This is an optimization exercise on Yosys and OpenROAD, whose aim is small area, a short achievable clock period and few clock cycles per item, not a production implementation. RTL that was checked went through simulation tests only; none was proved equivalent to the original.

==> 10-16: inputs <==
## km_mul_pipe
module km_mul_pipe (
    input  logic        clk,
    input  logic        rst,
    input  logic        in_valid,
    output logic        in_ready,
    input  logic        mode,
    input  logic [31:0] in1,
    input  logic [31:0] in2,
    input  logic [3:0]  in_tag,
    output logic        out_valid,
    input  logic        out_ready,
    output logic [3:0]  out_tag,
    output logic [31:0] out_L,
    output logic [31:0] out_H
);
clock: 7.0 ns
lec_check: 0
cap_margin: 20
core_margin: 2
core_utilization: 45
setup_slack_margin: 3.2
slew_margin: 20
standard.sh (not shown) runs the stock make flow with config.mk's settings and CLKGATE_MAP_FILE= SYNTH_SCRIPT=/design/flow/synth_recipe.tcl, a recipe that flattens the netlist after the stock synthesis.
==> flow/flow/run.sh <==
#!/bin/bash
# Layout flow: the standard ORFS flow with two changes.
#  1. The port buffers are buf_2 cells instead of the delay buffer buffer_ports picks.
#  2. Between synthesis and floorplan, flow/fixinv.py removes inverters between
#     full-adder cells by flipping the polarity of some adders (a full adder is
#     self-dual) and swapping some xor2/xnor2 cells. Registers and their names
#     are untouched.
# Each tool's output goes to a log file in this folder.
set -euo pipefail
W=$(pwd)
R=$W/orfs/results/$FLOW_PLATFORM/km_mul_pipe/base
PB='BUFFER_PORTS_ARGS=-buffer_cell sky130_fd_sc_hd__buf_2'
bash standard.sh "$PB" synth > "$W/flow_synth.log" 2>&1
cp "$R/1_2_yosys.v" "$W/synth_netlist.v"
python3 flow/fixinv.py "$W/synth_netlist.v" "$W/fixed_netlist.v" > "$W/flow_fixinv.log" 2>&1
cat "$W/flow_fixinv.log"
cp "$W/fixed_netlist.v" "$R/1_2_yosys.v"
rm -f "$R/1_synth.odb" "$R/1_synth.sdc"
bash standard.sh "$PB" finish > "$W/flow_finish.log" 2>&1
Other scripts of this flow, unchanged in this note and not shown: flow/flow/fixinv.py
==> inputs of 04-14, as changes to 10-16 <==
--- a/flow/design.v
+++ b/flow/design.v
@@ -14,10 +14,11 @@
     output logic [31:0] out_H
 );
     logic        adv;
     logic        o_v;
     logic [2:1] v;
+    logic [3:0]  tag_q [1:2];
     logic [63:0] res;
     logic [3:0]  res_tag;
     logic        res_v;
     logic [63:0] o_q;
     logic [3:0]  o_tag;
@@ -2570,11 +2571,10 @@
     logic r2_s_2217;
     logic r2_s_2218;
     logic r2_s_2219;
     logic r2_s_2220;
     logic r2_s_2221;
-    logic [3:0] tag_q [1:2];
     assign b_1 = mode ? in1[0] : in2[0];
     assign b_2 = mode ? in1[1] : in2[1];
     assign b_3 = mode ? in1[2] : in2[2];
     assign b_4 = mode ? in1[3] : in2[3];
     assign b_5 = mode ? in1[4] : in2[4];
Settings changed: SETUP_SLACK_MARGIN 3.2 to 3.0.
==> inputs of 01-11, as changes to 10-16 <==
--- a/flow/design.v
+++ b/flow/design.v
@@ -14,10 +14,11 @@
     output logic [31:0] out_H
 );
     logic        adv;
     logic        o_v;
     logic [2:1] v;
+    logic [3:0]  tag_q [1:2];
     logic [63:0] res;
     logic [3:0]  res_tag;
     logic        res_v;
     logic [63:0] o_q;
     logic [3:0]  o_tag;
@@ -2570,11 +2571,10 @@
     logic r2_s_2217;
     logic r2_s_2218;
     logic r2_s_2219;
     logic r2_s_2220;
     logic r2_s_2221;
-    logic [3:0] tag_q [1:2];
     assign b_1 = mode ? in1[0] : in2[0];
     assign b_2 = mode ? in1[1] : in2[1];
     assign b_3 = mode ? in1[2] : in2[2];
     assign b_4 = mode ? in1[3] : in2[3];
     assign b_5 = mode ? in1[4] : in2[4];
==> notes.md <==
item	10-16	01-11	04-14
Outcome	complete, no violations	complete, no violations	complete, no violations
Core utilization of the finished layout	0.5182	0.5182	0.5066
Detailed-placement wirelength estimate	70,670 um	70,670 um	70,100 um
Number of DRC markers after the initial detailed-route iteration	2,856	2,856	3,043
Reg-to-reg slack, setup	3.20 ns	3.20 ns	3.07 ns
Endpoint of the most critical register-to-register path	r2_gp_1739	r2_gp_1739	r2_fa_1533
Post-Place Cell Area	34,880 sq um	34,880 sq um	34,900 sq um
Launch point of the worst path	r1_in1_14	r1_in1_14	r1_one_403
Launch instance of the worst min-delay path	r2_s_2219	r2_s_2219	r2_s_2215
Nonclk buf count	323	323	298
CP max FO	33	33	12
Critical path data arrival time	4.11 ns	4.11 ns	4.24 ns
Required time at the endpoint of the critical path	7.31 ns	7.31 ns	7.30 ns
Met3 layer usage reported by global route	0.08577	0.08577	0.08940
Clock skew	0.03415 ns	0.03415 ns	0.02373 ns
Max incr delay on CP	0.55 ns	0.55 ns	0.75 ns
Maximum number of pins on one net before global-route repair	143	143	134
Wire length on met1	41,720 um	41,720 um	41,500 um
Worst hold slack after final layout	0.4188 ns	0.4188 ns	0.4163 ns
Mean routed wirelength per cell	28.60 um	28.60 um	28.31 um
Signal buf overhead	0.06867	0.06867	0.05837
Total track usage	0.2844	0.2844	0.2802
Layout fillers	6,275	6,275	6,406
Testbench counts of 04-14, summed over its fixed seeds: cycles 8,024, items 8,000.
Testbench counts of 01-11, summed over its fixed seeds: cycles 8,024, items 8,000.
Function not checked in 10-16: the RTL went through the layout flow alone.

---

==> run a: inputs <==
Another version of the RTL of km_mul_pipe (not shown whole).
export LEC_CHECK = 0
export CAP_MARGIN = 20
export CORE_MARGIN = 2
export CORE_UTILIZATION = 45
export SETUP_SLACK_MARGIN = 3.2
export SLEW_MARGIN = 20
create_clock -name core_clock -period 7.0 [get_ports {clk}]
Scripts as last shown in full above: flow/flow/run.sh
Other scripts of this flow, unchanged in this note and not shown: flow/flow/fixinv.py
==> inputs of run b, as changes to run a <==
--- a/flow/config.mk
+++ b/flow/config.mk
@@ -9,4 +9,4 @@
 export CORE_MARGIN = 2
 export CORE_UTILIZATION = 45
-export SETUP_SLACK_MARGIN = 3.2
+export SETUP_SLACK_MARGIN = 3.0
 export SLEW_MARGIN = 20
==> notes.md <==
item                                                              run b       run a
Arrival time reported for the critical path endpoint            4290 ps     4180 ps
Post-route worst hold slack                                      418 ps      419 ps
Total routing usage reported by global routing                    0.299       0.289
HPWL after detailed placement                                  74700 um    72200 um
Run status                             no timing/DRC/antenna violations  no timing/DRC/antenna violations
Met3 Routed Length                                             15600 um    14300 um
Post-cts resize count                                                18          57
Share of post-route cells with drive strength above 1             0.144       0.172
Ratio of routed vias to standard cells                             6.37        6.36
Number of clock buffer instances in the layout                       47          53
Peak clock frequency supported by timing                      0.251 GHz   0.259 GHz
Register-to-register setup slack                                3020 ps     3150 ps
Fin crit period                                                 3980 ps     3850 ps
Met2 wirelength from detailed routing                          49600 um    50200 um
Met3 demand-to-capacity share in global routing                   0.111      0.0866
Layout Cells excl Fill                                             3839        3860
Post-Route M1 WL                                               43700 um    42700 um
Synthesis-to-finish area growth                                   11.3%       13.9%
WP depth                                                              7           8
Relative area of non-clock buffer cells in the final design      0.0594      0.0696
Testbench counts of run a, summed over its fixed seeds: cycles 8,024, items 8,000.
Testbench counts of run b, summed over its fixed seeds: cycles 8,024, items 8,000.

---

==> wip/yarrow: inputs <==
Another version of the RTL of km_mul_pipe (not shown whole).
clock: 7.0 ns
lec_check: 0
cap_margin: 20
core_margin: 2
core_utilization: 40
slew_margin: 20
run.sh (not shown) runs the stock make flow with config.mk's settings and CLKGATE_MAP_FILE= SYNTH_SCRIPT=/design/flow/synth_recipe.tcl, a recipe that flattens the netlist after the stock synthesis.
Stock flow here: none of the scripts above is used.
==> wip/pepper: changes against wip/yarrow <==
--- a/flow/config.mk
+++ b/flow/config.mk
@@ -7,5 +7,6 @@
 export LEC_CHECK = 0
 export CAP_MARGIN = 20
 export CORE_MARGIN = 2
-export CORE_UTILIZATION = 40
+export CORE_UTILIZATION = 55
+export SETUP_SLACK_MARGIN = 3.2
 export SLEW_MARGIN = 20
==> comparison table <==
|  | wip/pepper | wip/yarrow |
|---|---|---|
| Run status | no timing/DRC/antenna violations | no timing/DRC/antenna violations |
| Detailed-router iteration count before antenna repair | 9 | 6 |
| Clock buffers created by TritonCTS | 46 | 47 |
| Final critical-path share of the clock period | 0.568 | 0.658 |
| Buffering stage count on the worst path with inverters included | 6 | 2 |
| CORE AREA | 0.0670 sq mm | 0.0918 sq mm |
| Layout overhead on the synthesized area | 18.6% | 10.9% |
| Worst-margin pin slew | 1.12 ns | 1.22 ns |
| Crit path setup slack, layout | 3.02 ns | 2.39 ns |
| Final core occ | 0.657 | 0.449 |
| Sum of met2 wire segment lengths after detailed routing | 51500 um | 48400 um |
| Filler cells | 5106 | 8467 |
| Met2 Resource Use GR | 0.497 | 0.359 |
| Hold_ws | 0.417 ns | 0.420 ns |
| Overall via count from detail_route | 27300 | 25300 |
| CP Depth | 16 | 13 |
| Die Area | 0.0696 sq mm | 0.0953 sq mm |
| Skew-Pair Late Insertion Delay | 0.61 ns | 0.62 ns |
| Routed wire length per instance | 28.8 um | 25.4 um |
| Initial antenna violation count | 3 | 0 |
Testbench counts of wip/yarrow, summed over its fixed seeds: cycles 8,024, items 8,000.
Testbench counts of wip/pepper, summed over its fixed seeds: cycles 8,024, items 8,000.

---

==> run C: inputs <==
Starting RTL as in the previous note.
## km_mul_pipe
module km_mul_pipe (
    input  logic        clk,
    input  logic        rst,
    input  logic        in_valid,
    output logic        in_ready,
    input  logic        mode,
    input  logic [31:0] in1,
    input  logic [31:0] in2,
    input  logic [3:0]  in_tag,
    output logic        out_valid,
    input  logic        out_ready,
    output logic [3:0]  out_tag,
    output logic [31:0] out_L,
    output logic [31:0] out_H
);
Settings: LEC_CHECK=0, CAP_MARGIN=20, CORE_MARGIN=2, CORE_UTILIZATION=60, SETUP_SLACK_MARGIN=3.3, SLEW_MARGIN=20; clock period 7.0 ns.
standard.sh (not shown) runs the stock make flow with config.mk's settings and CLKGATE_MAP_FILE= SYNTH_SCRIPT=/design/flow/synth_recipe.tcl, a recipe that flattens the netlist after the stock synthesis.
==> flow/flow/run.sh <==
#!/bin/bash
# Layout flow: the standard ORFS flow with two changes.
#  1. The port buffers are buf_2 cells instead of the delay buffer buffer_ports picks.
#  2. CTS adds no dummy loads.
#  3. Between synthesis and floorplan, flow/fixinv.py removes inverters between
#     full-adder cells by flipping the polarity of some adders (a full adder is
#     self-dual). Registers and their names are untouched.
# Each tool's output goes to a log file in this folder.
set -euo pipefail
W=$(pwd)
R=$W/orfs/results/$FLOW_PLATFORM/km_mul_pipe/base
PB='BUFFER_PORTS_ARGS=-buffer_cell sky130_fd_sc_hd__buf_2'
CTS='CTS_ARGS=-sink_clustering_enable -repair_clock_nets -dont_use_dummy_load'
bash standard.sh "$PB" synth > "$W/flow_synth.log" 2>&1
cp "$R/1_2_yosys.v" "$W/synth_netlist.v"
python3 flow/fixinv.py "$W/synth_netlist.v" "$W/fixed_netlist.v" > "$W/flow_fixinv.log" 2>&1
cat "$W/flow_fixinv.log"
cp "$W/fixed_netlist.v" "$R/1_2_yosys.v"
rm -f "$R/1_synth.odb" "$R/1_synth.sdc"
bash standard.sh "$PB" "$CTS" finish > "$W/flow_finish.log" 2>&1
Other scripts of this flow, unchanged in this note and not shown: flow/flow/fixinv.py
==> run E: changes against run C <==
==> flow/flow/run.sh (replaced) <==
#!/bin/bash
# Layout flow: the standard ORFS flow with two changes.
#  1. The port buffers are buf_2 cells instead of the delay buffer buffer_ports picks.
#  2. Between synthesis and floorplan, flow/fixinv.py removes inverters between
#     full-adder cells by flipping the polarity of some adders (a full adder is
#     self-dual). Registers and their names are untouched.
# Each tool's output goes to a log file in this folder.
set -euo pipefail
W=$(pwd)
R=$W/orfs/results/$FLOW_PLATFORM/km_mul_pipe/base
PB='BUFFER_PORTS_ARGS=-buffer_cell sky130_fd_sc_hd__buf_2'
bash standard.sh "$PB" synth > "$W/flow_synth.log" 2>&1
cp "$R/1_2_yosys.v" "$W/synth_netlist.v"
python3 flow/fixinv.py "$W/synth_netlist.v" "$W/fixed_netlist.v" > "$W/flow_fixinv.log" 2>&1
cat "$W/flow_fixinv.log"
cp "$W/fixed_netlist.v" "$R/1_2_yosys.v"
rm -f "$R/1_synth.odb" "$R/1_synth.sdc"
bash standard.sh "$PB" finish > "$W/flow_finish.log" 2>&1
CORE_UTILIZATION = 55   (was 60)
SETUP_SLACK_MARGIN = 3.2   (was 3.3)
==> notes.md <==
                                             run E           run C
Result of the run                   finished clean  finished clean
Die footprint                         0.0682 sq mm    0.0626 sq mm
Final std cell area, no fill          0.0423 sq mm    0.0436 sq mm
Resized cells post-CTS                         156             292
Arrival time worst endpoint                4340 ps         4300 ps
Tap cells                                      864             782
Area occupied by multi-input gates    0.0237 sq mm    0.0244 sq mm
R2r setup slk                              3010 ps         2970 ps
DP HPWL                              78300 microns   75200 microns
Total clock buffers created by CTS              44              45
Core region area                      0.0656 sq mm    0.0601 sq mm
Total global-route track usage               36.8%           39.9%
Testbench counts of run C, summed over its fixed seeds: cycles 8,024, items 8,000.
Testbench counts of run E, summed over its fixed seeds: cycles 8,024, items 8,000.

[port drivers added, routing unchanged]
The flow's constraints put no driver on any port. The routed layouts listed below were extracted and timed again, unchanged, in two steps.
Step 1, drivers: a clkbuf_16 drives clk and a buf_2 each remaining input, both assumed.
Step 2 adds t to the input delays and takes it off the output delays; t is the mean of the earliest and latest rising clock arrival at the registers after step 1. Input paths then give back, and output paths get back, about the clock's delay inside the block.
a / b / c = no drivers / after step 1 / after step 2; a / b = the first two.
run	shift t [ns]	slack for setup (ns)	latest minus earliest clock arrival (ns)	worst data-port slew with drivers (ns)
10-16	0.632	3.204 / 3.204 / 3.204	0.034 / 0.034	0.05
04-14	0.631	3.068 / 3.068 / 3.068	0.024 / 0.024	0.06
01-11	0.632	3.204 / 3.204 / 3.204	0.034 / 0.034	0.05
run a	0.669	3.146 / 3.146 / 3.146	0.038 / 0.038	0.05
run b	0.649	3.019 / 3.019 / 3.019	0.034 / 0.035	0.08
wip/yarrow	0.669	2.392 / 2.392 / 2.392	0.028 / 0.028	0.05
wip/pepper	0.659	3.023 / 3.023 / 2.863	0.031 / 0.031	0.04
run C	0.633	2.971 / 2.971 / 2.971	0.060 / 0.060	0.03
run E	0.663	3.005 / 3.005 / 3.005	0.030 / 0.031	0.04
After both steps every run listed still meets setup and hold. For wip/pepper, which loses most, drivers alone change the setup slack by 0.000 ns; drivers and shift together by -0.160 ns.
